This design comes from an exercise in tuning for small area and a short achievable clock period on the open sky130 flow, not from production work.
The RTL was checked by simulation tests, not by an equivalence proof against the original design.
No activity file was given, so power comes from the tool's default toggle rates.

==> flow/design.v (excerpt) <==
module timerTop (
  input  wire                       CPUbus,
  input  wire                       arstN,
  input  wire                       hSel,
  input  wire [32-1:0]        hAddr,
  input  wire [1:0]                 hTrans,
  input  wire                       hWrite,
  input  wire [32-1:0]       hWdata,
  input  wire                       hReady,
  input  wire [2:0]                 evnt,
  output logic [32-1:0]      hRdata,
  output logic                      hReadyOut,
  output logic                      hResp,
  output logic [2-1:0]  pwm,
  output logic                      intr
);
Settings: LEC_CHECK=0, CAP_MARGIN=20, CORE_MARGIN=2, CORE_UTILIZATION=50, CTS_BUF_LIST=sky130_fd_sc_hd__clkbuf_8, CTS_CLUSTER_DIAMETER=60, CTS_CLUSTER_SIZE=20, SETUP_SLACK_MARGIN=2.5, SLEW_MARGIN=20, TNS_END_PERCENT=10; clock period 5.5 ns.
run.sh (not shown) runs the stock make flow with config.mk's settings and CLKGATE_MAP_FILE= SYNTH_SCRIPT=/design/flow/synth_recipe.tcl, a recipe that flattens the netlist after the stock synthesis.
Then changed:
==> flow/flow/run.sh (new file) <==
#!/bin/bash
# Own layout flow: the standard flow (standard synthesis unchanged), with
# every input and output port buffered by a plain buf_2 instead of the buffer
# cell buffer_ports would pick by itself. Each tool's output goes to its own
# log file here; ORFS keeps its per-step logs under orfs/logs.
set -euo pipefail
export BUFFER_PORTS_ARGS="-buffer_cell sky130_fd_sc_hd__buf_2"
bash standard.sh synth > synth.log 2>&1
bash standard.sh finish > layout.log 2>&1
==> flow/standard.sh (new file) <==
#!/bin/bash
# synth_recipe.tcl (not shown) runs the flow's synth.tcl, then flattens the netlist and writes it again
# the make line also repeats each setting of config.mk as NAME=value (left out here)
make -C /OpenROAD-flow-scripts/flow DESIGN_CONFIG=/design/flow/config.mk WORK_HOME=/design/flow/orfs CLKGATE_MAP_FILE= SYNTH_SCRIPT=/design/flow/synth_recipe.tcl "${@:-finish}"
CTS_BUF_LIST = default   (was sky130_fd_sc_hd__clkbuf_8)
removed: flow/run.sh
Total power rises by about 8%.
Worst setup slack is better by 0.0046 ns.
Area after synthesis stays the same.
Routed wire length fell by about 2%.
Critical path depth shrinks by 1.
Design area fell by about 2%.
Via count came out lower by 1.5%.
Die area does not change.
Register-to-register slack gains 0.05 ns.
First-iteration DRC count falls by 12%.
Final cell count shrinks by 1.6%.
Then changed:
==> flow/run.sh (new file) <==
#!/bin/bash
# synth_recipe.tcl (not shown) runs the flow's synth.tcl, then flattens the netlist and writes it again
# the make line also repeats each setting of config.mk as NAME=value (left out here)
make -C /OpenROAD-flow-scripts/flow DESIGN_CONFIG=/design/flow/config.mk WORK_HOME=/design/flow/orfs CLKGATE_MAP_FILE= SYNTH_SCRIPT=/design/flow/synth_recipe.tcl finish
CORE_UTILIZATION = 60   (was 50)
CTS_CLUSTER_DIAMETER = default   (was 60)
CTS_CLUSTER_SIZE = default   (was 20)
removed: flow/flow/run.sh
removed: flow/standard.sh
The changed run finished clean.
Hold slack hardly moves.
Global-route usage goes up by 4.7 points.
Utilization goes up by 14 points.
Cell area goes up by 2.1%.
Clock power goes up by about 3%.
Clock skew goes up by 0.0033 ns.
Setup slack loses 0.10 ns.
Then changed:
CORE_UTILIZATION = 45   (was 60)
SETUP_SLACK_MARGIN = 2.7   (was 2.5)
What happened: The changed run passed the timing, design-rule and antenna checks. Final cell count grows by a few percent. First-iteration DRC count is lower by roughly a tenth. Via count is lower slightly. Power grows by a few percent. Clock power came out higher by a few percent. Flip-flop and latch count stays the same. Design area goes up slightly. Wire length climbs by a little under a tenth.


timerTop again, from the RTL that the note above started with.
==> flow/config.mk <==
export PLATFORM = sky130hd
export DESIGN_NAME = timerTop
export DESIGN_NICKNAME = timerTop
export VERILOG_FILES = /design/flow/design.v
export SDC_FILE = /design/flow/constraint.sdc
export NUM_CORES = 4
export LEC_CHECK = 0
export CAP_MARGIN = 20
export CORE_MARGIN = 2
export CORE_UTILIZATION = 50
export CTS_CLUSTER_DIAMETER = 50
export CTS_CLUSTER_SIZE = 26
export SETUP_SLACK_MARGIN = 2.5
export SLEW_MARGIN = 20
export TNS_END_PERCENT = 10
==> flow/constraint.sdc <==
create_clock -name core_clock -period 5.5 [get_ports {CPUbus}]
set_input_delay 1.1000 -clock core_clock [delete_from_list [all_inputs] [get_ports {CPUbus}]]
set_output_delay 1.1000 -clock core_clock [all_outputs]
set_load 0.01 [all_outputs]
Stock flow here: none of the scripts above is used.
The baseline ran to the end with no violations.
Next try:
Settings changed: CTS_CLUSTER_DIAMETER 50 to 60, CTS_CLUSTER_SIZE 26 to 20.
The changed run went through all stages and came out clean. Register-to-register slack stays flat. Wire length went down slightly. Hold slack improves by 0.0037 ns. Worst setup slack gains 0.0070 ns. Total power shrinks by a few percent. Cell area went down slightly. Area after synthesis is unchanged. Global-route usage is lower by 0.14 points. Die area stays the same. Clock skew increases by 0.0056 ns. Fmax is about the same.

## re-timing with driven ports
No port has a modelled driver above. Below, the same layouts with a new extraction and two added sets of constraints. Step 1: set_driving_cell puts a clkbuf_16 on CPUbus and a buf_2 on each other input, an assumption about the parent block. Step 2 times the ports against the registers' clock, not the clock port: input delays grow and output delays shrink by t, the midpoint of the rising clock arrivals with the driver on. a / b / c = ideal / step 1 / step 2; a / b = the first two.
run	t, ns	setup slack, ns	latest minus earliest clock arrival (ns)
the first run of note 1	0.672	2.382 / 2.327 / 2.014	0.035 / 0.035
the second run of note 1	0.615	2.387 / 2.331 / 2.253	0.018 / 0.018
the third run of note 1	0.609	2.287 / 2.229 / 2.042	0.022 / 0.021
the fourth run of note 1	0.635	2.364 / 2.306 / 1.855	0.029 / 0.029
the first run of note 2	0.628	2.405 / 2.349 / 2.066	0.022 / 0.022
the second run of note 2	0.615	2.412 / 2.354 / 2.064	0.028 / 0.027
After both steps every run listed still meets setup and hold. The setup slack of the fourth run of note 1, which loses most, moves by -0.058 ns with the drivers and by -0.509 ns with both steps.
